Background: an optimization exercise with open tools, aiming at small area. Do not read the settings as production practice.
In this exercise RTL edits were held to simulation tests only and were not proved equivalent to the original. No driver is modelled on the clock port, so clocking that relies on it looks cheaper here than on a real chip.

Setup of build 60:
// fc_act_writeback
module fc_act_writeback #(
    parameter int NODES = 200,
    parameter int DW    = 16,
    parameter int OW    = 8,
    parameter int IW    = $clog2(NODES)
) (
    input  logic          clk,
    input  logic          rst,
    input  logic          in_valid,
    input  logic [DW-1:0] in_x,
    output logic          in_ready,
    input  logic          relu_en,
    input  logic [3:0]    shift_amt,
    output logic          out_valid,
    input  logic          out_ready,
    output logic [OW-1:0] out_data,
    output logic [IW-1:0] out_idx,
    output logic          out_last,
    output logic          sat_pulse
);
    localparam logic [IW-1:0] LAST_IDX = IW'(NODES - 1);
    localparam int MB = 8 * NODES;
    logic [MB-1:0] bank0_q;
    logic [MB-1:0] bank1_q;
    logic [1:0]    full_q, full_d;
    logic          wr_bank_q, rd_bank_q;
    logic [IW-1:0] wr_cnt_q, out_idx_q;
    logic          s1_valid_q, sat_pulse_q, out_valid_q, fetch_q;
    fc_pkg::act_t  s1_data_q;
    logic          sh0_q, sh1_q, hold0_q, hold1_q;
    fc_pkg::act_t  rq_y;
    logic          rq_sat, accept, last_wr, wr_tgt, out_at_last;
    logic          rd_issue, rd_adv, rd_free, shift0, shift1;
    fc_pkg::act_t  tail0, tail1;
    act_requant u_requant (
        .x_i         (fc_pkg::acc_t'(in_x)),
  ...
For scale: about 7,400 cells after synthesis, roughly 3,200 flip-flops, roughly 0.097 mm2 of cells after synthesis.
==> module fc_act_writeback, before the edit <==
module fc_act_writeback #(
    parameter int NODES = 200,
    parameter int DW    = 16,
    parameter int OW    = 8,
    parameter int IW    = $clog2(NODES)
) (
    input  logic          clk,
    input  logic          rst,
    input  logic          in_valid,
    input  logic [DW-1:0] in_x,
    output logic          in_ready,
    input  logic          relu_en,
    input  logic [3:0]    shift_amt,
    output logic          out_valid,
    input  logic          out_ready,
    output logic [OW-1:0] out_data,
    output logic [IW-1:0] out_idx,
    output logic          out_last,
    output logic          sat_pulse
);
    localparam logic [IW-1:0] LAST_IDX = IW'(NODES - 1);
    localparam int MB = 8 * NODES;
    logic [MB-1:0] bank0_q;
    logic [MB-1:0] bank1_q;
    logic [1:0]    full_q, full_d;
    logic          wr_bank_q, rd_bank_q;
    logic [IW-1:0] wr_cnt_q, out_idx_q;
    logic          s1_valid_q, sat_pulse_q, out_valid_q, fetch_q;
    fc_pkg::act_t  s1_data_q;
    logic          sh0_q, sh1_q, hold0_q, hold1_q;
    fc_pkg::act_t  rq_y;
    logic          rq_sat, accept, last_wr, wr_tgt, out_at_last;
    logic          rd_issue, rd_adv, rd_free, shift0, shift1;
    fc_pkg::act_t  tail0, tail1;
    act_requant u_requant (
        .x_i         (fc_pkg::acc_t'(in_x)),
        .relu_en_i   (relu_en),
        .shift_amt_i (shift_amt),
        .y_o         (rq_y),
        .sat_o       (rq_sat)
    );
    assign last_wr  = s1_valid_q && (wr_cnt_q == LAST_IDX);
    assign in_ready = !rst && !full_q[wr_bank_q] && !(last_wr && full_q[~wr_bank_q]);
    assign accept   = in_valid && in_ready;
    assign wr_tgt   = wr_bank_q ^ last_wr;
    assign out_at_last = (out_idx_q == LAST_IDX);
    assign rd_issue = !fetch_q && !out_valid_q && full_q[rd_bank_q];
    assign rd_adv   = out_valid_q && out_ready && !out_at_last;
    assign rd_free  = out_valid_q && out_ready && out_at_last;
    assign shift0 = (accept && !wr_tgt) || (rd_adv && !rd_bank_q);
    assign shift1 = (accept &&  wr_tgt) || (rd_adv &&  rd_bank_q);
    always_comb begin
        full_d = full_q;
        if (last_wr) full_d[wr_bank_q] = 1'b1;
        if (rd_free) full_d[rd_bank_q] = 1'b0;
    end
    always_ff @(posedge clk) begin
        s1_data_q <= rq_y;
        sh0_q     <= shift0;
        hold0_q   <= !shift0;
        sh1_q     <= shift1;
        hold1_q   <= !shift1;
        bank0_q   <= ({bank0_q[MB-9:0], s1_data_q} & {MB{sh0_q}}) | (bank0_q & {MB{hold0_q}});
        bank1_q   <= ({bank1_q[MB-9:0], s1_data_q} & {MB{sh1_q}}) | (bank1_q & {MB{hold1_q}});
    end
    always_ff @(posedge clk or posedge rst) begin
        if (rst) begin
            s1_valid_q  <= 1'b0;
            sat_pulse_q <= 1'b0;
            wr_cnt_q    <= '0;
            wr_bank_q   <= 1'b0;
            full_q      <= 2'b00;
        end else begin
            s1_valid_q  <= accept;
            sat_pulse_q <= accept && rq_sat;
            full_q      <= full_d;
            if (s1_valid_q) begin
                if (last_wr) begin
                    wr_cnt_q  <= '0;
                    wr_bank_q <= ~wr_bank_q;
                end else begin
                    wr_cnt_q <= wr_cnt_q + IW'(1);
                end
            end
        end
    end
    always_ff @(posedge clk or posedge rst) begin
        if (rst) begin
            fetch_q     <= 1'b0;
            out_valid_q <= 1'b0;
            rd_bank_q   <= 1'b0;
            out_idx_q   <= '0;
        end else begin
            fetch_q <= rd_issue;
            if (fetch_q) out_valid_q <= 1'b1;
            if (rd_adv) out_idx_q <= out_idx_q + IW'(1);
            if (rd_free) begin
                out_valid_q <= 1'b0;
                out_idx_q   <= '0;
                rd_bank_q   <= ~rd_bank_q;
            end
        end
    end
    assign tail0 = sh0_q ? bank0_q[MB-9 -: 8] : bank0_q[MB-1 -: 8];
    assign tail1 = sh1_q ? bank1_q[MB-9 -: 8] : bank1_q[MB-1 -: 8];
    assign out_valid = out_valid_q;
    assign out_data  = rd_bank_q ? tail1 : tail0;
    assign out_idx   = out_idx_q;
    assign out_last  = out_valid_q && out_at_last;
    assign sat_pulse = sat_pulse_q;
endmodule
==> flow/config.mk <==
export PLATFORM = sky130hd
export DESIGN_NAME = fc_act_writeback
export DESIGN_NICKNAME = fc_act_writeback
export VERILOG_FILES = /design/flow/design.v
export SDC_FILE = /design/flow/constraint.sdc
export NUM_CORES = 4
export LEC_CHECK = 0
export CAP_MARGIN = 20
export CORE_MARGIN = 2
export CORE_UTILIZATION = 40
export SLEW_MARGIN = 20
==> flow/constraint.sdc <==
create_clock -name core_clock -period 6.5 [get_ports {clk}]
set_input_delay 1.3000 -clock core_clock [delete_from_list [all_inputs] [get_ports {clk}]]
set_output_delay 1.3000 -clock core_clock [all_outputs]
set_load 0.01 [all_outputs]
standard.sh (not shown) runs the stock make flow with config.mk's settings and CLKGATE_MAP_FILE= SYNTH_SCRIPT=/design/flow/synth_recipe.tcl, a recipe that flattens the netlist after the stock synthesis.
==> flow/flow/run.sh <==
#!/bin/bash
set -e
export CTS_ARGS="-sink_clustering_enable -repair_clock_nets -dont_use_dummy_load -sink_clustering_size 30 -sink_clustering_max_diameter 100"
export BUFFER_PORTS_ARGS="-buffer_cell sky130_fd_sc_hd__buf_1"
bash standard.sh > standard.log 2>&1
Build 60 was carried through to the last stage, and its layout satisfied the timing, DRC and antenna checks.
Input-level comparison between trial 49 and build 60:
--- a/flow/design.v
+++ b/flow/design.v
@@ -60,13 +60,13 @@
     logic [MB-1:0] bank1_q;
     logic [1:0]    full_q, full_d;
     logic          wr_bank_q, rd_bank_q;
     logic [IW-1:0] wr_cnt_q, out_idx_q;
     logic          s1_valid_q, sat_pulse_q, out_valid_q, fetch_q;
     fc_pkg::act_t  s1_data_q;
-    logic          sh0_q, sh1_q, hold0_q, hold1_q;
+    logic          sh0_q, sh1_q, hold0_q, hold1_q, phase_q;
     fc_pkg::act_t  rq_y;
     logic          rq_sat, accept, last_wr, wr_tgt, out_at_last;
     logic          rd_issue, rd_adv, rd_free, shift0, shift1;
     fc_pkg::act_t  tail0, tail1;
     act_requant u_requant (
         .x_i         (fc_pkg::acc_t'(in_x)),
@@ -88,28 +88,30 @@
     always_comb begin
         full_d = full_q;
         if (last_wr) full_d[wr_bank_q] = 1'b1;
         if (rd_free) full_d[rd_bank_q] = 1'b0;
     end
     always_ff @(posedge clk) begin
-        s1_data_q <= rq_y;
+        s1_data_q <= rq_y ^ {8{~phase_q}};
         sh0_q     <= shift0;
         hold0_q   <= !shift0;
         sh1_q     <= shift1;
         hold1_q   <= !shift1;
-        bank0_q   <= ({bank0_q[MB-9:0], s1_data_q} & {MB{sh0_q}}) | (bank0_q & {MB{hold0_q}});
-        bank1_q   <= ({bank1_q[MB-9:0], s1_data_q} & {MB{sh1_q}}) | (bank1_q & {MB{hold1_q}});
+        bank0_q   <= ~((bank0_q | {MB{sh0_q}}) & ({bank0_q[MB-9:0], s1_data_q} | {MB{hold0_q}}));
+        bank1_q   <= ~((bank1_q | {MB{sh1_q}}) & ({bank1_q[MB-9:0], s1_data_q} | {MB{hold1_q}}));
     end
     always_ff @(posedge clk or posedge rst) begin
         if (rst) begin
+            phase_q     <= 1'b0;
             s1_valid_q  <= 1'b0;
             sat_pulse_q <= 1'b0;
             wr_cnt_q    <= '0;
             wr_bank_q   <= 1'b0;
             full_q      <= 2'b00;
         end else begin
+            phase_q     <= ~phase_q;
             s1_valid_q  <= accept;
             sat_pulse_q <= accept && rq_sat;
             full_q      <= full_d;
             if (s1_valid_q) begin
                 if (last_wr) begin
                     wr_cnt_q  <= '0;
@@ -137,11 +139,11 @@
             end
         end
     end
     assign tail0 = sh0_q ? bank0_q[MB-9 -: 8] : bank0_q[MB-1 -: 8];
     assign tail1 = sh1_q ? bank1_q[MB-9 -: 8] : bank1_q[MB-1 -: 8];
     assign out_valid = out_valid_q;
-    assign out_data  = rd_bank_q ? tail1 : tail0;
+    assign out_data  = (rd_bank_q ? tail1 : tail0) ^ {8{phase_q}};
     assign out_idx   = out_idx_q;
     assign out_last  = out_valid_q && out_at_last;
     assign sat_pulse = sat_pulse_q;
 endmodule
Notes after the runs:
- Trial 49: number of clock buffers in the layout 1 below build 60
- buf_1 as the slowest stage cell on the critical path was reported by trial 49, and mux4_1 by build 60.
- All of build 60 and trial 49 finish clean.
- Trial 49 against build 60: smallest hold slack lower; area enclosed by the die boundary lower; worst setup slack lower; post-synthesis instance total higher.
- Sort build 60 and trial 49 by global-route met2 utilization asc -> top: build 60

port drivers added, routing unchanged:
The flow's constraints put no driver on any port. The routed layouts listed below were extracted and timed again, unchanged, in two steps.
Step 1 sets driving cells, clkbuf_16 on the clock port and buf_2 on the other inputs (assumed; they add their load-dependent delay and slew).
Step 2 times the ports against the registers' clock, not the clock port: input delays grow and output delays shrink by t, the midpoint of the rising clock arrivals with the driver on.
Three values: ideal ports, drivers, drivers and shift; two values: the first two.
run	t, ns	slack for setup (ns)	pins driven straight from the clock port
build 60	0.834	2.062 / 2.115 / 1.282	1
trial 49	0.841	1.791 / 1.848 / 1.007	1
After both steps setup and hold are still met in every run listed. For trial 49, which loses most, drivers alone change the setup slack by +0.057 ns; drivers and shift together by -0.784 ns.
